From an optimization exercise on the open Yosys and OpenROAD flow, aimed at small area; shortcuts taken in it are not production practice. In this exercise RTL edits were held to simulation tests only and were not proved equivalent to the original.

job 5804:
Design pst_brain_core, start of the top module:
module pst_brain_core (
  input  logic       clk,
  input  logic       rst,
  input  logic [7:0] cur0,
  input  logic [7:0] cur1,
  input  logic [7:0] cur2,
  input  logic [7:0] cur3,
  output logic [7:0] phase0,
  output logic [7:0] phase1,
  output logic [7:0] phase2,
  output logic [7:0] phase3,
  output logic [2:0] winner,
  output logic [7:0] winner_score,
  output logic [7:0] winner_rel,
  output logic [7:0] w_ab,
  output logic [7:0] w_ac,
  output logic [7:0] w_ad,
  output logic [7:0] w_bc,
  output logic [7:0] w_bd,
  output logic [7:0] w_cd,
  output logic [7:0] seq_slot_A,
  output logic [7:0] seq_slot_B,
  output logic       seq_force_valid,
  output logic [7:0] seq_force_pred,
  output logic [7:0] pred_out,
  output logic [7:0] pred_err,
  output logic       reward_out,
  output logic [2:0] gamma_cnt,
  output logic [2:0] theta_cnt,
  output logic       theta_tick,
  output logic       episode_last,
  output logic [2:0] ep_winner,
  output logic [3:0] ep_strength,
  output logic       ep_valid,
  output logic       exploit_mode,
  output logic       explore_mode,
  output logic [1:0] confidence_level,
  output logic       err_explore,
  output logic       delta_tick,
  output logic [2:0] topic_winner,
  output logic [2:0] topic_strength,
  output logic       topic_valid
);
Size: roughly 200 I/O pins, roughly 15000 um2 of cells after synthesis.
Settings: LEC_CHECK=0, CAP_MARGIN=0, CORE_MARGIN=2, CORE_UTILIZATION=80, GPL_TIMING_DRIVEN=0, SLEW_MARGIN=0; clock period 50.0 ns.
standard.sh (not shown) runs the stock make flow with config.mk's settings and CLKGATE_MAP_FILE= SYNTH_SCRIPT=/design/flow/synth_recipe.tcl, a recipe that flattens the netlist after the stock synthesis.
==> flow/flow/run.sh <==
#!/bin/bash
# Own layout flow: the standard ORFS layout, with an area-oriented synthesis (ripple
# adders left to ABC, no half/full-adder cell extraction, an area ABC script) and minimum-size
# port buffers. Each tool's output goes to its own log file in this folder.
set -euo pipefail
W=$(pwd)
# Synthesis script: the standard flow's own, with the ABC mapping script replaced by flow/area.abc.
{
  head -n 1 synth_recipe.tcl
  cat <<EOT
proc abc {args} {
  set i [lsearch -exact \$args -script]
  if { \$i >= 0 } { set args [lreplace \$args \$i [expr {\$i + 1}] -script $W/flow/area.abc] }
  yosys abc {*}\$args
}
EOT
  tail -n +2 synth_recipe.tcl
} > my_synth.tcl
bash standard.sh synth SYNTH_SCRIPT=$W/my_synth.tcl ADDER_MAP_FILE= SYNTH_OPERATIONS_ARGS=-noshare \
  > synth.log 2>&1
bash standard.sh finish SYNTH_SCRIPT=$W/my_synth.tcl ADDER_MAP_FILE= SYNTH_OPERATIONS_ARGS=-noshare \
  "BUFFER_PORTS_ARGS=-buffer_cell sky130_fd_sc_hd__buf_1" \
  "CTS_ARGS=-sink_clustering_enable -repair_clock_nets -dont_use_dummy_load -buf_list sky130_fd_sc_hd__clkbuf_8 -sink_clustering_size 16 -sink_clustering_max_diameter 45" \
  > layout.log 2>&1
==> flow/flow/area.abc <==
strash; dc2; drw; drf; dc2; strash; dch -f; amap; strash; dc2; drw; drf; dc2; strash; dch -f; amap
Flow for job 5804 halted at global placement, error code GPL-0301.
Changes in job 321 relative to job 5804:
# job 5804
export LEC_CHECK = 0
export CAP_MARGIN = 0
export CORE_MARGIN = 2
export CORE_UTILIZATION = 80
export GPL_TIMING_DRIVEN = 0
export SLEW_MARGIN = 0
create_clock -name core_clock -period 50.0 [get_ports {clk}]
# job 321
export LEC_CHECK = 0
export CAP_MARGIN = 0
export CORE_MARGIN = 2
export CORE_UTILIZATION = 70
export GPL_TIMING_DRIVEN = 0
export SLEW_MARGIN = 0
create_clock -name core_clock -period 50.0 [get_ports {clk}]
-- flow/flow/run.sh --
<<< job 5804, line 22
  "BUFFER_PORTS_ARGS=-buffer_cell sky130_fd_sc_hd__buf_1" \
  "CTS_ARGS=-sink_clustering_enable -repair_clock_nets -dont_use_dummy_load -buf_list sky130_fd_sc_hd__clkbuf_8 -sink_clustering_size 16 -sink_clustering_max_diameter 45" \
  > layout.log 2>&1
>>> job 321, line 22
  "BUFFER_PORTS_ARGS=-buffer_cell sky130_fd_sc_hd__buf_1" \
  "CTS_ARGS=-sink_clustering_enable -repair_clock_nets -dont_use_dummy_load -buf_list sky130_fd_sc_hd__clkbuf_16 -sink_clustering_size 24 -sink_clustering_max_diameter 70" \
  > layout.log 2>&1
[summary]
Job 321 finished every step from synthesis to the final layout, and the layout passed the timing, DRC and antenna checks.
As far as number of register bits inferred by synthesis goes, job 5804 and job 321 are indistinguishable; the numbers are identical.
As far as synthesized cell count is concerned, job 321 and job 5804 perform about the same.
Die width: job 321 vs job 5804 up 6.7%
> inputs changed (job 321 -> job 4426)
-- flow/flow/run.sh --
<<< job 321, line 22
  "BUFFER_PORTS_ARGS=-buffer_cell sky130_fd_sc_hd__buf_1" \
  "CTS_ARGS=-sink_clustering_enable -repair_clock_nets -dont_use_dummy_load -buf_list sky130_fd_sc_hd__clkbuf_16 -sink_clustering_size 24 -sink_clustering_max_diameter 70" \
  > layout.log 2>&1
>>> job 4426, line 22
  "BUFFER_PORTS_ARGS=-buffer_cell sky130_fd_sc_hd__buf_1" \
  "CTS_ARGS=-sink_clustering_enable -repair_clock_nets -dont_use_dummy_load -buf_list sky130_fd_sc_hd__clkbuf_8 -sink_clustering_size 16 -sink_clustering_max_diameter 45" \
  > layout.log 2>&1
==> flow/flow/area.abc <==
strash; dc2; drw; drf; dc2; strash; &get -n; &deepsyn -T 120; &put; dch -f; amap; mfs -a; strash; dch -f; amap
## What came out
The initial core utilization reported for job 4426 is greater than that of job 321 by 0.83 points. Comparing job 4426 and job 321, the lower share of final-layout standard cells stronger than drive strength 1 was measured on job 321. XOR/XNOR share of the synthesized area across job 4426 and job 321: no real change. Job 4426 vs job 321 on number of clock-tree buffers in the layout: job 4426 is the higher one. On end-of-flow core utilization: job 4426 sits above job 321. Comparing job 4426 and job 321, the lower register-to-register slack is on job 4426. Clock-pin transition on the worst setup and hold timing paths for job 4426: 0.02 ns up relative to job 321. [diff] worst hold slack, job 4426 relative to job 321: regression.
#### Input delta (job 5936 over job 4426)
-- flow/flow/run.sh --
<<< job 4426, line 22
  "BUFFER_PORTS_ARGS=-buffer_cell sky130_fd_sc_hd__buf_1" \
  "CTS_ARGS=-sink_clustering_enable -repair_clock_nets -dont_use_dummy_load -buf_list sky130_fd_sc_hd__clkbuf_8 -sink_clustering_size 16 -sink_clustering_max_diameter 45" \
  > layout.log 2>&1
>>> job 5936, line 22
  "BUFFER_PORTS_ARGS=-buffer_cell sky130_fd_sc_hd__buf_1" \
  "CTS_ARGS=-sink_clustering_enable -repair_clock_nets -dont_use_dummy_load -buf_list sky130_fd_sc_hd__clkbuf_2 -sink_clustering_size 6 -sink_clustering_max_diameter 30" \
  > layout.log 2>&1
==> flow/flow/area.abc <==
strash; dc2; drw; drf; dc2; strash; dch -f; amap; strash; dc2; drw; drf; dc2; strash; dch -f; amap
Findings:
- Area of the mapped netlist (job 5936 vs. job 4426) increases slightly
- The data-path buffer share of cell area in the final layout on job 4426 is in line with that on job 5936.
- Highest-delay cell along the critical path = sky130_fd_sc_hd__nor2_1: job 4426; highest-delay cell along the critical path = sky130_fd_sc_hd__nor4_1: job 5936
- Routed wirelength normalized by instance count, job 5936 vs job 4426: down by a few percent
- Job 4426 has a higher relative area change from synthesis to final layout than job 5936.

==> what the ideal ports hide <==
The flow's constraints put no driver on any port. The routed layouts listed below were extracted and timed again, unchanged, in two steps.
Step 1 sets driving cells, clkbuf_16 on the clock port and buf_2 on the other inputs (assumed; they add their load-dependent delay and slew).
Step 2 adds t to the input delays and takes it off the output delays; t is the mean of the earliest and latest rising clock arrival at the registers after step 1. Input paths then give back, and output paths get back, about the clock's delay inside the block.
a / b / c = ideal ports / drivers / drivers and shift; a / b = the first two.
| run | t, ns | setup slack, ns | worst hold slack (ns) |
|---|---|---|---|
| job 321 | 0.537 | 16.967 / 16.995 / 16.458 | 0.379 / 0.379 / 0.379 |
| job 4426 | 0.620 | 15.191 / 15.212 / 14.592 | 0.338 / 0.338 / 0.338 |
| job 5936 | 0.877 | 17.317 / 17.341 / 16.464 | 0.382 / 0.382 / 0.382 |
After both steps setup and hold are still met in every run listed. For job 5936, which loses most, drivers alone change the setup slack by +0.024 ns; drivers and shift together by -0.853 ns.
